This design comes from an exercise in tuning for small area and a short achievable clock period on the open sky130 flow, not from production work.
RTL that was checked went through simulation tests only; none was proved equivalent to the original.
Power and IR drop assume default switching activity.

Design spiSdCard, start of the top module:
module spiSdCard (
   input  logic sclk,
   input  logic rstn,
   input  logic ncs,
   input  logic mosi,
   output logic miso
);
Settings: LEC_CHECK=0, CAP_MARGIN=20, CORE_MARGIN=2, CORE_UTILIZATION=65, CTS_BUF_LIST=sky130_fd_sc_hd__clkbuf_4 sky130_fd_sc_hd__clkbuf_8, CTS_CLUSTER_DIAMETER=60, CTS_CLUSTER_SIZE=16, SETUP_SLACK_MARGIN=1.8, SLEW_MARGIN=20; clock period 4.0 ns.
run.sh (not shown) runs the stock make flow with config.mk's settings and CLKGATE_MAP_FILE= SYNTH_SCRIPT=/design/flow/synth_recipe.tcl, a recipe that flattens the netlist after the stock synthesis.
Rerun with:
--- a/flow/design.v
+++ b/flow/design.v
@@ -25,27 +25,27 @@
    logic [7:0]             adr;         
    logic                   a8;          
    logic                   fA;          
    logic                   fB;          
    logic                   appCmd;
    logic                   wasApp;      
    logic                   initDone;
    logic [7:0]             lenm1;       
-   logic                   misoN;       
+   logic                   misoReg;
    logic [6:0]             shReg;
    logic                   act;
    logic [2:0]             bitc;
    logic [7:0]             byteIx;
    logic [2:0]             sIx;
    assign act    = !ncs;
    assign bitc   = cnt[2:0];
    assign byteIx = cnt[10:3];
    assign sIx    = cnt[5:3];
-   assign miso   = !misoN | ncs;
+   assign miso   = misoReg | ncs;
    logic       hi;           
    logic       badLen;
    logic       outOfRange;
    logic       vhsOk;
    logic [8:0] endSum;
    logic [7:0] argLo;
    assign argLo      = adr;
    assign hi         = fA | fB;
@@ -86,34 +86,36 @@
       wrOk   <= !wasApp && idx == 6'd24 && initDone && !outOfRange;
       lastQ  <= byteIx == lenm1;
    end
    logic [3:0]     ph;
    logic           h;           
    logic [2:0]     k;           
    logic           hn;          
    logic [2:0]     kn;
-   logic           h1;          
-   logic [2:0]     k1;
+   logic           h2;          
+   logic [2:0]     k2;
    logic [16*N/2-1:0] ring;
    logic [7:0]     g  [0:3];
    logic [7:0]     gd [0:3];
    logic [5:0]     adrInc;      
    logic [3:0]     wOn;         
    logic [5:0]     rs  [0:1];   
+   logic [1:0]     sB  [0:1];   
+   logic [3:0]     mid [0:1];
    logic [1:0]     tq;
    logic [1:0]     wq;          
    logic [1:0]     wS;          
    logic           wrLoad;
    logic           rdNext;
    logic [7:0]     wrByte;
    assign h  = ~ph[3];
    assign k  = ~ph[2:0];
    assign {hn, kn} = ~(ph + 4'd1);
-   assign {h1, k1} = ~(ph - 4'd1);
+   assign {h2, k2} = ~(ph - 4'd2);
    always_ff @(posedge sclk)
       ph <= ph + 4'd1;
    for (genvar c = 0; c < 2; c++) begin : gCls
       always_ff @(posedge sclk) begin
          rs[c] <= (2'({c[0], hn}) < adr[1:0]) ? adrInc : adr[7:2];
          wS[c] <= hn ? wOn[2*c+1] : wOn[2*c];
       end
       logic [3:0]  hiS;
@@ -126,30 +128,35 @@
          end
       for (genvar qq = 0; qq < N/4; qq++) begin : gRow
          localparam int Q = 2*qq + c;
          logic s;
          assign s = hiS[qq/16] & loS[qq%16];
          always_ff @(posedge sclk)
             ring[16*Q +: 16] <= {ring[16*Q +: 15], (s & wq[c]) | (!s & ring[16*Q + 15])};
       end
+      for (genvar gg = 0; gg < 4; gg++) begin : gMid
+         always_ff @(posedge sclk)
+            mid[c][gg] <= ring[16*(2*{gg[1:0], rs[c][3:0]} + c) + 15];
+      end
       always_ff @(posedge sclk) begin
-         tq[c] <= ring[16*(2*rs[c] + c) + 15];
+         sB[c] <= rs[c][5:4];
+         tq[c] <= mid[c][sB[c]];
          wq[c] <= hn ? g[2*c+1][kn] : g[2*c][kn];
       end
    end
    assign wrByte = {shReg, mosi};
    assign wrLoad = rstn && act && state == sWrData && bitc == 3'd7;
    assign rdNext = rstn && act && state == sData && bitc == 3'd0;
    assign adrInc = adr[7:2] + 6'd1;
    for (genvar j = 0; j < 4; j++) begin : gBuf
       always_comb begin
          gd[j] = g[j];
-         if (!wOn[j] && h1 == j[0])
-            gd[j][k1] = tq[j/2];
+         if (!wOn[j] && h2 == j[0])
+            gd[j][k2] = tq[j/2];
          if (wrLoad && adr[1:0] == 2'(j))
             gd[j] = wrByte;
       end
       always_ff @(posedge sclk) begin
          g[j]    <= gd[j];
          if (wrLoad && adr[1:0] == 2'(j))
             wOn[j] <= 1'b1;
          else if (act && state == sDir)
@@ -176,17 +183,17 @@
          default: ;
       endcase
    end
    logic decode;
    logic txOn;
    assign txOn   = state == sResp || state == sData || state == sCrc || state == sDrBusy;
    assign decode = act && state == sFrame && cnt[5:0] == 6'd46;
    always_ff @(posedge sclk) begin
-      misoN <= rstn && txOn && !((bitc == 3'd0) ? curByte[7] : shReg[6]);
+      misoReg <= !rstn || !txOn || ((bitc == 3'd0) ? curByte[7] : shReg[6]);
       if (act)
          shReg <= (bitc == 3'd0 && state != sWrData) ? curByte[6:0] : {shReg[5:0], mosi};
    end
    always_ff @(posedge sclk) begin
       if (act)
          cnt <= cnt + 11'd1;
       if (act && state == sFrame) begin
          if (cnt < 11'd6)
Cell count shrinks slightly. Global-route usage shrinks by 0.24 points. Worst setup slack degrades by 0.11 ns. Final area grows slightly. Via count shrinks slightly. Core utilization is about the same. Maximum frequency shrinks by a few percent. Count of clock-buffer cells in the layout shrinks by 4. Worst hold slack degrades by 0.0061 ns. Flip-flop and latch count grows by 12. Die area grows slightly. Combinational power shrinks by well over a third.

spiSdCard, a different RTL version from the one above (not shown whole).
Size: about 3,300 cells after synthesis, about 5 I/O pins, ~51,000 µm² of cells after synthesis.
make LEC_CHECK=0 CAP_MARGIN=20 CORE_MARGIN=2 CORE_UTILIZATION=65 CTS_BUF_LIST='sky130_fd_sc_hd__clkbuf_4 sky130_fd_sc_hd__clkbuf_8' CTS_CLUSTER_DIAMETER=60 CTS_CLUSTER_SIZE=16 SETUP_SLACK_MARGIN=1.8 SLEW_MARGIN=20 finish   # period 4.0 ns
==> next run, changes <==
--- a/flow/design.v
+++ b/flow/design.v
@@ -25,27 +25,27 @@
    logic [7:0]             adr;         
    logic                   a8;          
    logic                   fA;          
    logic                   fB;          
    logic                   appCmd;
    logic                   wasApp;      
    logic                   initDone;
    logic [7:0]             lenm1;       
-   logic                   misoReg;
+   logic                   misoN;       
    logic [6:0]             shReg;
    logic                   act;
    logic [2:0]             bitc;
    logic [7:0]             byteIx;
    logic [2:0]             sIx;
    assign act    = !ncs;
    assign bitc   = cnt[2:0];
    assign byteIx = cnt[10:3];
    assign sIx    = cnt[5:3];
-   assign miso   = misoReg | ncs;
+   assign miso   = !misoN | ncs;
    logic       hi;           
    logic       badLen;
    logic       outOfRange;
    logic       vhsOk;
    logic [8:0] endSum;
    logic [7:0] argLo;
    assign argLo      = adr;
    assign hi         = fA | fB;
@@ -86,34 +86,36 @@
       wrOk   <= !wasApp && idx == 6'd24 && initDone && !outOfRange;
       lastQ  <= byteIx == lenm1;
    end
    logic [3:0]     ph;
    logic           h;           
    logic [2:0]     k;           
    logic           hn;          
    logic [2:0]     kn;
-   logic           h1;          
-   logic [2:0]     k1;
+   logic           h2;          
+   logic [2:0]     k2;
    logic [16*N/2-1:0] ring;
    logic [7:0]     g  [0:3];
    logic [7:0]     gd [0:3];
    logic [5:0]     adrInc;      
    logic [3:0]     wOn;         
    logic [5:0]     rs  [0:1];   
+   logic [1:0]     sB  [0:1];   
+   logic [3:0]     mid [0:1];
    logic [1:0]     tq;
    logic [1:0]     wq;          
    logic [1:0]     wS;          
    logic           wrLoad;
    logic           rdNext;
    logic [7:0]     wrByte;
    assign h  = ~ph[3];
    assign k  = ~ph[2:0];
    assign {hn, kn} = ~(ph + 4'd1);
-   assign {h1, k1} = ~(ph - 4'd1);
+   assign {h2, k2} = ~(ph - 4'd2);
    always_ff @(posedge sclk)
       ph <= ph + 4'd1;
    for (genvar c = 0; c < 2; c++) begin : gCls
       always_ff @(posedge sclk) begin
          rs[c] <= (2'({c[0], hn}) < adr[1:0]) ? adrInc : adr[7:2];
          wS[c] <= hn ? wOn[2*c+1] : wOn[2*c];
       end
       logic [3:0]  hiS;
@@ -126,30 +128,35 @@
          end
       for (genvar qq = 0; qq < N/4; qq++) begin : gRow
          localparam int Q = 2*qq + c;
          logic s;
          assign s = hiS[qq/16] & loS[qq%16];
          always_ff @(posedge sclk)
             ring[16*Q +: 16] <= {ring[16*Q +: 15], (s & wq[c]) | (!s & ring[16*Q + 15])};
       end
+      for (genvar gg = 0; gg < 4; gg++) begin : gMid
+         always_ff @(posedge sclk)
+            mid[c][gg] <= ring[16*(2*{gg[1:0], rs[c][3:0]} + c) + 15];
+      end
       always_ff @(posedge sclk) begin
-         tq[c] <= ring[16*(2*rs[c] + c) + 15];
+         sB[c] <= rs[c][5:4];
+         tq[c] <= mid[c][sB[c]];
          wq[c] <= hn ? g[2*c+1][kn] : g[2*c][kn];
       end
    end
    assign wrByte = {shReg, mosi};
    assign wrLoad = rstn && act && state == sWrData && bitc == 3'd7;
    assign rdNext = rstn && act && state == sData && bitc == 3'd0;
    assign adrInc = adr[7:2] + 6'd1;
    for (genvar j = 0; j < 4; j++) begin : gBuf
       always_comb begin
          gd[j] = g[j];
-         if (!wOn[j] && h1 == j[0])
-            gd[j][k1] = tq[j/2];
+         if (!wOn[j] && h2 == j[0])
+            gd[j][k2] = tq[j/2];
          if (wrLoad && adr[1:0] == 2'(j))
             gd[j] = wrByte;
       end
       always_ff @(posedge sclk) begin
          g[j]    <= gd[j];
          if (wrLoad && adr[1:0] == 2'(j))
             wOn[j] <= 1'b1;
          else if (act && state == sDir)
@@ -176,17 +183,17 @@
          default: ;
       endcase
    end
    logic decode;
    logic txOn;
    assign txOn   = state == sResp || state == sData || state == sCrc || state == sDrBusy;
    assign decode = act && state == sFrame && cnt[5:0] == 6'd46;
    always_ff @(posedge sclk) begin
-      misoReg <= !rstn || !txOn || ((bitc == 3'd0) ? curByte[7] : shReg[6]);
+      misoN <= rstn && txOn && !((bitc == 3'd0) ? curByte[7] : shReg[6]);
       if (act)
          shReg <= (bitc == 3'd0 && state != sWrData) ? curByte[6:0] : {shReg[5:0], mosi};
    end
    always_ff @(posedge sclk) begin
       if (act)
          cnt <= cnt + 11'd1;
       if (act && state == sFrame) begin
          if (cnt < 11'd6)
The changed run passed the timing, design-rule and antenna checks.
Routed wire length shrinks by 0.66%.
First-iteration DRC count rose by 30%.
Worst setup slack gets better by 120 ps.
Hold slack hardly moves.
Clock-buffer cell count falls by 5.
Via count came out higher by 0.42%.
Sequential cell count is higher by 12.
Total power stays flat.
Critical path depth came out lower by 2.
Cell count stays flat.
Final area hardly moves.
Core utilization falls by 0.21 points.
Area after synthesis came out higher by 0.75%.
Sequential share of layout area came out higher by 0.40 points.
No run of this note included a check of the RTL's function; only the layout flow was run.

[re-timing with driven ports]
No port has a modelled driver above. Below, the same layouts with a new extraction and two added sets of constraints. Step 1 assumes that a clkbuf_16 drives the clock port and a buf_2 every other input. Step 2 adds t to the input delays and takes it off the output delays; t is the mean of the earliest and latest rising clock arrival at the registers after step 1. Input paths then give back, and output paths get back, about the clock's delay inside the block. a / b / c = ideal ports / drivers / drivers and shift; a / b = the first two.
run	t (ns)	setup slack, ns	hold slack, ns	worst setup path after step 2
the first run of note 1	0.879	1.838 / 1.778 / 1.186	0.306 / 0.306 / 0.306	input to register
the second run of note 1	0.879	1.725 / 1.665 / 1.280	0.300 / 0.300 / 0.300	input to register
the first run of note 2	0.861	1.687 / 1.647 / 0.928	0.305 / 0.305 / 0.305	input to register
the second run of note 2	0.867	1.810 / 1.750 / 1.130	0.303 / 0.303 / 0.303	input to register
After both steps setup and hold are still met in every run listed. For the first run of note 2, which loses most, drivers alone change the setup slack by -0.040 ns; drivers and shift together by -0.759 ns.
